This is an optimization exercise on Yosys and OpenROAD, whose aim is small area, not a production implementation.
In this exercise RTL edits were held to simulation tests only and were not proved equivalent to the original.
Power figures rest on the tool's default switching activity, not on a simulated workload. No driver is modelled on the clock port, so clocking that relies on it looks cheaper here than on a real chip.

P:
Design thread_mmu, start of the top module:
module thread_mmu #(
   parameter int NUM_TRD = 8,
   parameter int TRD_W   = 3,
   parameter int AW      = 32
) (
   input  logic             clk,
   input  logic             rst_n,
   input  logic [AW-1:0]    i_addr,
   input  logic [TRD_W-1:0] i_trd,
   input  logic             i_rd,
   input  logic [AW-1:0]    d_addr,
   input  logic [TRD_W-1:0] d_trd,
   input  logic             d_rd,
   input  logic             d_wr,
   output logic             i_segfault,
   output logic             d_segfault,
   input  logic             i_fill_req,
   input  logic             d_fill_req,
   input  logic             d_fill_wr,
   output logic             i_fill_done,
   output logic             d_fill_done,
   output logic             fill_err,
   input  logic             cfg_we,
   input  logic             cfg_side,
   input  logic [TRD_W-1:0] cfg_trd,
   input  logic [AW-1:0]    cfg_base,
   input  logic [AW-1:0]    cfg_limit,
   input  logic             ready,
   input  logic             tx_done,
   output logic [1:0]       mem_op,
   output logic [63:0]      cpu_addr
);
Size: about 2900 cells after synthesis, roughly 1100 flip-flops.
export LEC_CHECK = 0
export ABC_AREA = 1
export CAP_MARGIN = 0
export CORE_MARGIN = 2
export CORE_UTILIZATION = 40
export CTS_BUF_LIST = sky130_fd_sc_hd__clkbuf_4 sky130_fd_sc_hd__clkbuf_8
export CTS_CLUSTER_SIZE = 30
export PLACE_DENSITY = 0.6
export SLEW_MARGIN = 0
create_clock -name core_clock -period 7.0 [get_ports {clk}]
run.sh (not shown) runs the stock make flow with config.mk's settings and CLKGATE_MAP_FILE= SYNTH_SCRIPT=/design/flow/synth_recipe.tcl, a recipe that flattens the netlist after the stock synthesis.
P completed end to end with timing, DRC and antenna clean.
diff inputs: P => Q
- swapping 30 for 20 in CTS_CLUSTER_SIZE
- swapping sky130_fd_sc_hd__clkbuf_4 sky130_fd_sc_hd__clkbuf_8 for sky130_fd_sc_hd__clkbuf_8 in CTS_BUF_LIST
--- outcome ---
From Q to P, number of antenna repair diodes did not move at all. Summary of Q over P: layout multi-input combinational cell count has remained practically unchanged; final design utilization fell by 0.17 points. Of P and Q, Q shows the lower overall power consumption, with P above it. The lower detail-routed via count per cell of P and Q is in P.

* * *

== main ==
Another version of the RTL of thread_mmu (not shown whole).
Size in the first run: about 220 I/O pins.
Settings: LEC_CHECK=0, CAP_MARGIN=0, CORE_MARGIN=2, CORE_UTILIZATION=60, PLACE_DENSITY=0.7, SETUP_SLACK_MARGIN=0.05, SLEW_MARGIN=0, SYNTH_HIERARCHICAL=1; clock period 7.0 ns.
standard.sh (not shown) runs the stock make flow with config.mk's settings and CLKGATE_MAP_FILE= SYNTH_SCRIPT=/design/flow/synth_recipe.tcl, a recipe that flattens the netlist after the stock synthesis.
==> flow/flow/run.sh <==
#!/bin/bash
# The standard layout (standard.sh, with the standard synthesis unchanged), with:
#  - combinational cells set to their smallest drive strength before floorplan
#    (flow/downsize.tcl as PRE_FLOORPLAN_TCL); the flow's repair steps upsize where needed,
#  - port buffers as buf_1 cells (buffer_ports -buffer_cell),
#  - CTS with larger sink clusters and no dummy loads.
# The make output goes to standard_flow.log; each ORFS step keeps its own log under orfs/logs.
set -euo pipefail
here="$(cd "$(dirname "${BASH_SOURCE[0]}")" && pwd)"
export PRE_FLOORPLAN_TCL="$here/downsize.tcl"
bash standard.sh \
  PRE_FLOORPLAN_TCL="$here/downsize.tcl" \
  BUFFER_PORTS_ARGS="-buffer_cell sky130_fd_sc_hd__buf_1" \
  CTS_ARGS="-sink_clustering_enable -repair_clock_nets -sink_clustering_size 30 -sink_clustering_max_diameter 100 -buf_list {sky130_fd_sc_hd__clkbuf_8 sky130_fd_sc_hd__clkbuf_16} -dont_use_dummy_load" \
  finish > standard_flow.log 2>&1
==> flow/flow/downsize.tcl <==
# Run before floorplan (PRE_FLOORPLAN_TCL): give every combinational cell from synthesis the
# smallest drive strength of its own cell type (same function and pins). The flow's timing and
# design repair then upsize or buffer where the layout needs it. Flip-flops, buffers, clock,
# delay and tie cells are left as they are.
set db [ord::get_db]
set block [ord::get_db_block]
array set small {}
array set small_area {}
foreach lib [$db getLibs] {
  foreach m [$lib getMasters] {
    set n [$m getName]
    if {![regexp {^(sky130_fd_sc_hd__[a-z0-9]+)_([0-9]+)$} $n -> base sz]} { continue }
    set a [expr {[$m getWidth] * [$m getHeight]}]
    if {![info exists small_area($base)] || $a < $small_area($base)} {
      set small_area($base) $a
      set small($base) $m
    }
  }
}
set skip {^sky130_fd_sc_hd__(df|edf|sdf|dl|sdl|clk|buf|conb|tap|fill|decap|diode|probe|lpflow|bufinv|bufbuf|einv|ebuf|macro|ha|fa)}
set n_swapped 0
foreach inst [$block getInsts] {
  set m [$inst getMaster]
  set n [$m getName]
  if {[regexp $skip $n]} { continue }
  if {![regexp {^(sky130_fd_sc_hd__[a-z0-9]+)_([0-9]+)$} $n -> base sz]} { continue }
  if {![info exists small($base)]} { continue }
  set sm $small($base)
  if {$sm eq $m} { continue }
  if {[expr {[$m getWidth] * [$m getHeight]}] <= $small_area($base)} { continue }
  if {[$inst swapMaster $sm]} { incr n_swapped }
}
puts "downsize: $n_swapped instances set to their smallest drive strength"
No stage failed in main, and the final checks on the layout all came back clean.
Input changes introduced in the feature branch (baseline for comparison: main):
# main
export LEC_CHECK = 0
export CAP_MARGIN = 0
export CORE_MARGIN = 2
export CORE_UTILIZATION = 60
export PLACE_DENSITY = 0.7
export SETUP_SLACK_MARGIN = 0.05
export SLEW_MARGIN = 0
export SYNTH_HIERARCHICAL = 1
create_clock -name core_clock -period 7.0 [get_ports {clk}]
# the feature branch
export LEC_CHECK = 0
export CAP_MARGIN = 0
export CORE_MARGIN = 2
export CORE_UTILIZATION = 60
export PLACE_DENSITY = 0.7
export SLEW_MARGIN = 0
export SYNTH_HIERARCHICAL = 1
create_clock -name core_clock -period 7.0 [get_ports {clk}]
diff --git a/flow/flow/run.sh b/flow/flow/run.sh
--- a/flow/flow/run.sh
+++ b/flow/flow/run.sh
@@ -13,3 +13,3 @@
   BUFFER_PORTS_ARGS="-buffer_cell sky130_fd_sc_hd__buf_1" \
-  CTS_ARGS="-sink_clustering_enable -repair_clock_nets -sink_clustering_size 30 -sink_clustering_max_diameter 100 -buf_list {sky130_fd_sc_hd__clkbuf_8 sky130_fd_sc_hd__clkbuf_16} -dont_use_dummy_load" \
+  CTS_ARGS="-sink_clustering_enable -repair_clock_nets -sink_clustering_size 25 -sink_clustering_max_diameter 80 -buf_list sky130_fd_sc_hd__clkbuf_16 -dont_use_dummy_load" \
   finish > standard_flow.log 2>&1
--- outcome ---
Summary — transition time at the pin with the least slew margin, the feature branch relative to main: lower, by 0.013 ns. The all-layer global routing usage was comparable across main and the feature branch. Clock skew came out higher on the feature branch than on main. Summary of the feature branch over main: routed length per placed instance shows no meaningful change, aggregate routed wire length was more or less identical, leakage power went up, time the worst path needs with I/O delays and setup went up 0.029 ns. Going from main to the feature branch, power grew slightly. Sequential share of layout area, main and the feature branch, higher one = main. As far as cell count is concerned, the feature branch and main perform about the same.

==> port drivers added, routing unchanged <==
The flow's constraints put no driver on any port. The routed layouts listed below were extracted and timed again, unchanged, in two steps. Step 1: set_driving_cell puts a clkbuf_16 on clk and a buf_2 on each other input, an assumption about the parent block. Step 2 adds t to the input delays and takes it off the output delays; t is the mean of the earliest and latest rising clock arrival at the registers after step 1. Input paths then give back, and output paths get back, about the clock's delay inside the block. Three values: ideal ports, drivers, drivers and shift; two values: the first two.
| run | shift t [ns] | setup WS [ns] | latest minus earliest clock arrival (ns) | worst slew at a driven data input, ns | cell pins on the clock port's net |
|---|---|---|---|---|---|
| P | 0.893 | 0.366 / 0.345 / 0.345 | 0.043 / 0.042 | 0.17 | 1 |
| Q | 0.893 | 0.372 / 0.327 / 0.327 | 0.042 / 0.042 | 0.19 | 1 |
| main | 0.671 | 0.225 / 0.198 / 0.198 | 0.042 / 0.041 | 0.12 | 1 |
| the feature branch | 0.706 | 0.196 / 0.169 / 0.169 | 0.043 / 0.043 | 0.12 | 1 |
After both steps every run listed still meets setup and hold. The setup slack of Q, which loses most, moves by -0.045 ns with the drivers and by -0.045 ns with both steps.
